Background: an optimization exercise with open tools, aiming at small area. Do not read the settings as production practice.
In this exercise RTL edits were held to simulation tests only and were not proved equivalent to the original.

branch tundra:
==> flow/design.v (excerpt) <==
module snake_game_top (
    input  wire                        clock_25,
    input  wire                        reset,
    input  wire                        turn_right_button,
    input  wire                        turn_left_button,
    input  wire                        game_tick,
    output snake_pkg::cell_t           head,
    output snake_pkg::cell_t           fruit,
    output logic [6-1:0] length,
    output logic [6:0]                 score,
    output logic                       started,
    output logic                       game_over
);
clock: 10.0 ns
lec_check: 0
cap_margin: 20
core_margin: 2
core_utilization: 40
slew_margin: 20
standard.sh (not shown) runs the stock make flow with config.mk's settings and CLKGATE_MAP_FILE= SYNTH_SCRIPT=/design/flow/synth_recipe.tcl, a recipe that flattens the netlist after the stock synthesis.
==> flow/flow/run.sh <==
#!/bin/bash
# Own layout flow: the standard flow (standard.sh) with these changes:
# - synthesis: synth_recipe.tcl unchanged except that the adder step is skipped
#   (ADDER_MAP_FILE empty) and abc maps with the script in mk_synth.sh at the real
#   clock period (10000 ps). Registers are the same as in the standard synthesis:
#   same passes before and after, same flop mapping.
# - every port still gets its buffer, but a buf_1 instead of a delay buffer;
# - clock tree synthesis without dummy loads.
set -euo pipefail
cd "$(dirname "$0")/.."
bash flow/mk_synth.sh synth_recipe.tcl > my_synth.tcl
bash standard.sh SYNTH_SCRIPT="$PWD/my_synth.tcl" ADDER_MAP_FILE= ABC_CLOCK_PERIOD_IN_PS=10000 \
    BUFFER_PORTS_ARGS="-buffer_cell sky130_fd_sc_hd__buf_1" \
    CTS_ARGS="-sink_clustering_enable -repair_clock_nets -dont_use_dummy_load" \
    finish > standard.log 2>&1
==> flow/flow/mk_synth.sh <==
#!/bin/bash
# Called by run.sh: writes my_synth.tcl from synth_recipe.tcl (argument 1).
# Same synthesis, except that the final abc mapping runs an area-oriented script:
# deep AIG resynthesis (&deepsyn, bounded in time), then delay-aware
# restructuring and mapping (&synch2, &nf at the clock period).
head -1 "$1"
cat <<'T'
proc abc {args} {
  set keep {}
  set skip 0
  foreach a $args {
    if {$skip} { set skip 0; continue }
    if {$a eq "-script"} { set skip 1; continue }
    lappend keep $a
  }
  lappend keep -script "+strash;&get -n;&deepsyn -T 150;&synch2;&nf {D};&put"
  yosys abc {*}$keep
}
T
tail -n +2 "$1"
branch tundra | status: complete | timing, DRC, antenna: pass
--- input diff branch tundra..branch sierra ---
==> flow/flow/run.sh <==
#!/bin/bash
# Own layout flow: the standard flow (standard.sh), with one change to synthesis.
# Synthesis is synth_recipe.tcl unchanged except that the adder step is skipped
# (ADDER_MAP_FILE empty) and abc maps with the script in mk_synth.sh at the real clock
# period (10000 ps) instead of ORFS's speed script. Registers are the same as in
# the standard synthesis: same passes before and after, same flop mapping.
set -euo pipefail
cd "$(dirname "$0")/.."
bash flow/mk_synth.sh synth_recipe.tcl > my_synth.tcl
bash standard.sh SYNTH_SCRIPT="$PWD/my_synth.tcl" ADDER_MAP_FILE= ABC_CLOCK_PERIOD_IN_PS=10000 finish > standard.log 2>&1
- Comparing branch tundra with branch sierra, the total half-perimeter wirelength after legalization and detailed placement came out essentially unchanged.
- Looking at the reports, branch sierra completed the entire flow and the layout it produced met the timing, DRC and antenna checks.
- Looking only at share of the clock period used by the worst path, and setting everything else aside, the higher value of branch tundra and branch sierra goes to branch tundra.
- When branch sierra is measured against branch tundra, its worst path setup slack after routing turns out 0.13 ns higher.
- The number of signal-net buffers in the layout in branch sierra sits 2 below the value recorded for branch tundra.

========
Another version of the RTL of snake_game_top (not shown whole).
For scale: about 48 I/O pins.
export LEC_CHECK = 0
export CAP_MARGIN = 20
export CORE_MARGIN = 2
export CORE_UTILIZATION = 40
export SLEW_MARGIN = 20
create_clock -name core_clock -period 10.0 [get_ports {clock_25}]
==> flow/flow/run.sh <==
#!/bin/bash
# Own layout flow: the standard flow (standard.sh) with these changes:
# - synthesis: synth_recipe.tcl unchanged except that the adder step is skipped
#   (ADDER_MAP_FILE empty) and abc maps with the script in mk_synth.sh at the real
#   clock period (10000 ps). Registers are the same as in the standard synthesis:
#   same passes before and after, same flop mapping.
# - every port still gets its buffer, but a buf_1 instead of a delay buffer;
# - clock tree synthesis with clkbuf_4 buffers and without dummy loads.
set -euo pipefail
cd "$(dirname "$0")/.."
bash flow/mk_synth.sh synth_recipe.tcl > my_synth.tcl
bash standard.sh SYNTH_SCRIPT="$PWD/my_synth.tcl" ADDER_MAP_FILE= ABC_CLOCK_PERIOD_IN_PS=10000 \
    BUFFER_PORTS_ARGS="-buffer_cell sky130_fd_sc_hd__buf_1" \
    CTS_ARGS="-sink_clustering_enable -repair_clock_nets -dont_use_dummy_load -buf_list sky130_fd_sc_hd__clkbuf_4" \
    finish > standard.log 2>&1
==> flow/flow/mk_synth.sh <==
#!/bin/bash
# Called by run.sh: writes my_synth.tcl from synth_recipe.tcl (argument 1).
# Same synthesis, except that the final abc mapping runs an area-oriented script:
# deep AIG resynthesis (&deepsyn, bounded in time), then delay-aware
# restructuring and mapping (&synch2, &nf at the clock period).
head -1 "$1"
cat <<'T'
proc abc {args} {
  set keep {}
  set skip 0
  foreach a $args {
    if {$skip} { set skip 0; continue }
    if {$a eq "-script"} { set skip 1; continue }
    lappend keep $a
  }
  lappend keep -script "+strash;&get -n;&deepsyn -T 900;&synch2;&nf {D};&put"
  yosys abc {*}$keep
}
T
tail -n +2 "$1"
Edit:
--- a/flow/flow/run.sh
+++ b/flow/flow/run.sh
@@ -6,5 +6,6 @@
 #   same passes before and after, same flop mapping.
 # - every port still gets its buffer, but a buf_1 instead of a delay buffer;
-# - clock tree synthesis with clkbuf_4 buffers and without dummy loads.
+# - clock tree synthesis with clkbuf_4 buffers, clusters of at most 12 sinks within
+#   40 um, and without dummy loads.
 set -euo pipefail
 cd "$(dirname "$0")/.."
@@ -12,4 +13,4 @@
 bash standard.sh SYNTH_SCRIPT="$PWD/my_synth.tcl" ADDER_MAP_FILE= ABC_CLOCK_PERIOD_IN_PS=10000 \
     BUFFER_PORTS_ARGS="-buffer_cell sky130_fd_sc_hd__buf_1" \
-    CTS_ARGS="-sink_clustering_enable -repair_clock_nets -dont_use_dummy_load -buf_list sky130_fd_sc_hd__clkbuf_4" \
+    CTS_ARGS="-sink_clustering_enable -repair_clock_nets -dont_use_dummy_load -buf_list sky130_fd_sc_hd__clkbuf_4 -sink_clustering_size 12 -sink_clustering_max_diameter 40" \
     finish > standard.log 2>&1
After rerunning:
- design area shrinks by 0.69%
- routed wire length shrinks by 0.61%
- maximum frequency shrinks by 0.87%
- setup slack gets worse by 0.078 ns
- clock skew grows by 0.051 ns
- register-to-register slack gets worse by 0.08 ns
- via count shrinks by 0.76%
- critical path depth does not change
- worst hold slack gets better by 0.013 ns
Edit:
==> flow/flow/run.sh (replaced) <==
#!/bin/bash
# Own layout flow: the standard flow (standard.sh) with these changes:
# - synthesis: synth_recipe.tcl unchanged except that the adder step is skipped
#   (ADDER_MAP_FILE empty) and abc maps with the script in mk_synth.sh at the real
#   clock period (10000 ps). Registers are the same as in the standard synthesis:
#   same passes before and after, same flop mapping.
# - every port still gets its buffer, but a buf_1 instead of a delay buffer;
# - clock tree synthesis with clkbuf_8 buffers and without dummy loads.
set -euo pipefail
cd "$(dirname "$0")/.."
bash flow/mk_synth.sh synth_recipe.tcl > my_synth.tcl
bash standard.sh SYNTH_SCRIPT="$PWD/my_synth.tcl" ADDER_MAP_FILE= ABC_CLOCK_PERIOD_IN_PS=10000 \
    BUFFER_PORTS_ARGS="-buffer_cell sky130_fd_sc_hd__buf_1" \
    CTS_ARGS="-sink_clustering_enable -repair_clock_nets -dont_use_dummy_load -buf_list sky130_fd_sc_hd__clkbuf_8" \
    finish > standard.log 2>&1
--- a/flow/flow/mk_synth.sh
+++ b/flow/flow/mk_synth.sh
@@ -14,5 +14,5 @@
     lappend keep $a
   }
-  lappend keep -script "+strash;&get -n;&deepsyn -T 900;&synch2;&nf {D};&put"
+  lappend keep -script "+strash;&get -n;&deepsyn -T 600;&synch2;&nf {D};&put"
   yosys abc {*}$keep
 }
Result: The changed run produced a clean layout. Worst setup slack improves by 0.021 ns. Synthesized cell count came out higher slightly.
Edit:
--- a/flow/flow/run.sh
+++ b/flow/flow/run.sh
@@ -6,5 +6,6 @@
 #   same passes before and after, same flop mapping.
 # - every port still gets its buffer, but a buf_1 instead of a delay buffer;
-# - clock tree synthesis with clkbuf_8 buffers and without dummy loads.
+# - clock tree synthesis with clkbuf_4 buffers, clusters of at most 12 sinks within
+#   40 um, and without dummy loads.
 set -euo pipefail
 cd "$(dirname "$0")/.."
@@ -12,4 +13,4 @@
 bash standard.sh SYNTH_SCRIPT="$PWD/my_synth.tcl" ADDER_MAP_FILE= ABC_CLOCK_PERIOD_IN_PS=10000 \
     BUFFER_PORTS_ARGS="-buffer_cell sky130_fd_sc_hd__buf_1" \
-    CTS_ARGS="-sink_clustering_enable -repair_clock_nets -dont_use_dummy_load -buf_list sky130_fd_sc_hd__clkbuf_8" \
+    CTS_ARGS="-sink_clustering_enable -repair_clock_nets -dont_use_dummy_load -buf_list sky130_fd_sc_hd__clkbuf_4 -sink_clustering_size 12 -sink_clustering_max_diameter 40" \
     finish > standard.log 2>&1
After rerunning:
- setup slack gains 0.094 ns
- worst hold slack improves by 0.0033 ns
- routed wire length falls by 0.66%
- cell area shrinks by 1.3%
- area after synthesis is unchanged
- register-to-register slack gains 0.09 ns
- non-clock buffer count does not change

## what the ideal ports hide
No port has a modelled driver above. Below, the same layouts with a new extraction and two added sets of constraints. Step 1, drivers: a clkbuf_16 drives clock_25 and a buf_2 each remaining input, both assumed. Step 2 also shifts input and output timing later by t, the mid clock arrival at the registers, as if the neighbouring blocks saw the same clock. a / b / c = no drivers / after step 1 / after step 2; a / b = the first two.
| run | shift t [ns] | setup WS [ns] | worst register clock-pin slew, ns | worst slew at a driven data input, ns |
|---|---|---|---|---|
| branch tundra | 0.619 | 1.157 / 1.157 / 1.157 | 0.06 / 0.06 | 0.03 |
| branch sierra | 0.642 | 1.292 / 1.292 / 1.292 | 0.06 / 0.06 | 0.04 |
| the first run of note 2 | 0.802 | 1.056 / 1.056 / 1.056 | 0.07 / 0.07 | 0.04 |
| the second run of note 2 | 0.755 | 0.978 / 0.978 / 0.978 | 0.12 / 0.12 | 0.04 |
| the third run of note 2 | 0.606 | 0.998 / 0.998 / 0.998 | 0.07 / 0.07 | 0.03 |
| the fourth run of note 2 | 0.766 | 1.092 / 1.092 / 1.092 | 0.12 / 0.12 | 0.03 |
After both steps setup and hold are still met in every run listed.
